From an optimization exercise on the open Yosys and OpenROAD flow, aimed at small area; shortcuts taken in it are not production practice.
The RTL was checked by simulation tests, not by an equivalence proof against the original design.

## job 7929
==> module reg_file, before the edit <==
module reg_file (
  input  logic        clk,
  input  logic        reset,
  input  logic [4:0]  addr_a,
  input  logic [4:0]  addr_b,
  input  logic [4:0]  write_addr,
  input  logic        write,
  input  logic [31:0] data_in,
  output logic [31:0] a,
  output logic [31:0] b,
  output logic [31:0] register_v0
);
  logic        ph_q;
  logic [31:0] regs_q [1:31];
  logic [31:0] dp;
  logic [31:0] ma, mb;
  always_ff @(posedge clk) ph_q <= ~reset & ~ph_q;
  assign dp = data_in ^ {32{ph_q}};
  for (genvar i = 1; i < 32; i++) begin : g_reg
    logic we, en, enb;
    assign we  = write && write_addr == 5'(i);
    assign en  = reset | we;
    assign enb = reset | ~we;
    rf_row u_row (.clk(clk), .en(en), .enb(enb), .dp(dp), .q(regs_q[i]));
  end
  logic [31:1] sel_a, sel_b;
  logic [32*31-1:0] flat;
  for (genvar i = 1; i < 32; i++) begin : g_flat
    assign sel_a[i] = addr_a == 5'(i);
    assign sel_b[i] = addr_b == 5'(i);
    assign flat[32*(i-1) +: 32] = regs_q[i];
  end
  rf_read_mux u_mux_a (.sel(sel_a), .d(flat), .m(ma));
  rf_read_mux u_mux_b (.sel(sel_b), .d(flat), .m(mb));
  assign a = ma ^ {32{ph_q & (addr_a != 5'd0)}};
  assign b = mb ^ {32{ph_q & (addr_b != 5'd0)}};
  assign register_v0 = regs_q[2] ^ {32{ph_q}};
endmodule
Settings: LEC_CHECK=0, CAP_MARGIN=20, CORE_MARGIN=2, CORE_UTILIZATION=60, CTS_BUF_LIST=sky130_fd_sc_hd__clkbuf_16, CTS_CLUSTER_DIAMETER=100, CTS_CLUSTER_SIZE=30, PLACE_DENSITY=0.75, SLEW_MARGIN=20, SYNTH_HIERARCHICAL=1; clock period 14.0 ns.
standard.sh (not shown) runs the stock make flow with config.mk's settings and CLKGATE_MAP_FILE= SYNTH_SCRIPT=/design/flow/synth_recipe.tcl, a recipe that flattens the netlist after the stock synthesis.
==> flow/flow/run.sh <==
#!/bin/bash
# Own layout flow: the standard flow (standard synthesis unchanged), except that the
# port buffers that global placement inserts on every input and output use the smallest
# buffer cell instead of the default; repair may still resize them where timing needs it.
set -euo pipefail
bash standard.sh "BUFFER_PORTS_ARGS=-buffer_cell sky130_fd_sc_hd__buf_1" finish > standard_flow.log 2>&1
[inputs] job 2176 vs job 7929
==> flow/design.v, changed modules only <==
module reg_file (
  input  logic        clk,
  input  logic        reset,
  input  logic [4:0]  addr_a,
  input  logic [4:0]  addr_b,
  input  logic [4:0]  write_addr,
  input  logic        write,
  input  logic [31:0] data_in,
  output logic [31:0] a,
  output logic [31:0] b,
  output logic [31:0] register_v0
);
  logic        ph_q;
  logic [31:0] regs_q [1:31];
  logic [31:0] dp;
  logic [31:0] ma, mb;
  always_ff @(posedge clk) ph_q <= ~reset & ~ph_q;
  assign dp = data_in ^ {32{ph_q}};
  for (genvar i = 1; i < 32; i++) begin : g_reg
    logic we, en, enb;
    assign we  = write && write_addr == 5'(i);
    if (i == 2) begin : g_plain
      rf_row_plain u_row (.clk(clk), .h(~reset & ~we), .w(~reset & we), .d(data_in),
                          .q(regs_q[i]));
    end else begin : g_phase
      assign en  = reset | we;
      assign enb = reset | ~we;
      rf_row u_row (.clk(clk), .en(en), .enb(enb), .dp(dp), .q(regs_q[i]));
    end
  end
  logic [31:1] sel_a, sel_b;
  logic [32*31-1:0] flat;
  for (genvar i = 1; i < 32; i++) begin : g_flat
    assign sel_a[i] = addr_a == 5'(i);
    assign sel_b[i] = addr_b == 5'(i);
    assign flat[32*(i-1) +: 32] = regs_q[i];
  end
  rf_read_mux u_mux_a (.sel(sel_a), .d(flat), .m(ma));
  rf_read_mux u_mux_b (.sel(sel_b), .d(flat), .m(mb));
  assign a = ma ^ {32{ph_q & (addr_a != 5'd0) & (addr_a != 5'd2)}};
  assign b = mb ^ {32{ph_q & (addr_b != 5'd0) & (addr_b != 5'd2)}};
  assign register_v0 = regs_q[2];
endmodule
module rf_row_plain (
  input  logic        clk,
  input  logic        h,
  input  logic        w,
  input  logic [31:0] d,
  output logic [31:0] q
);
  always_ff @(posedge clk) q <= (q & {32{h}}) | (d & {32{w}});
endmodule
==> summary.txt <==
Delta (job 2176 minus job 7929): critical path depth comparable, sequential share of layout area comparable, clock-buffer cell count now larger. Diff job 7929 -> job 2176 | minimum setup slack in the final design | decrease of 0.0064 ns. Between job 2176 and job 7929, it is job 2176 whose register-to-register setup slack is higher, by 0.47 ns. Fmax of job 7929 is on par with job 2176. Taking job 7929 as the reference, in job 2176 buffers plus inverters on the worst setup path neither gained nor lost much; post-placement worst setup slack went down.

-- what the ideal ports hide --
No port has a modelled driver above. Below, the same layouts with a new extraction and two added sets of constraints. Step 1 sets driving cells, clkbuf_16 on the clock port and buf_2 on the other inputs (assumed; they add their load-dependent delay and slew). Step 2 adds t to the input delays and takes it off the output delays; t is the mean of the earliest and latest rising clock arrival at the registers after step 1. Input paths then give back, and output paths get back, about the clock's delay inside the block. Three values: ideal ports, drivers, drivers and shift; two values: the first two.
run | t (ns) | setup WS [ns] | hold WS [ns] | latest minus earliest clock arrival (ns) | cell pins on the clock port's net
job 7929 | 0.710 | 1.265 / 1.182 / 1.182 | 0.476 / 0.476 / 0.476 | 0.058 / 0.058 | 1
job 2176 | 0.696 | 1.259 / 1.157 / 1.157 | 0.477 / 0.477 / 0.477 | 0.032 / 0.031 | 1
After both steps setup and hold are still met in every run listed. The setup slack of job 2176, which loses most, moves by -0.102 ns with the drivers and by -0.102 ns with both steps.
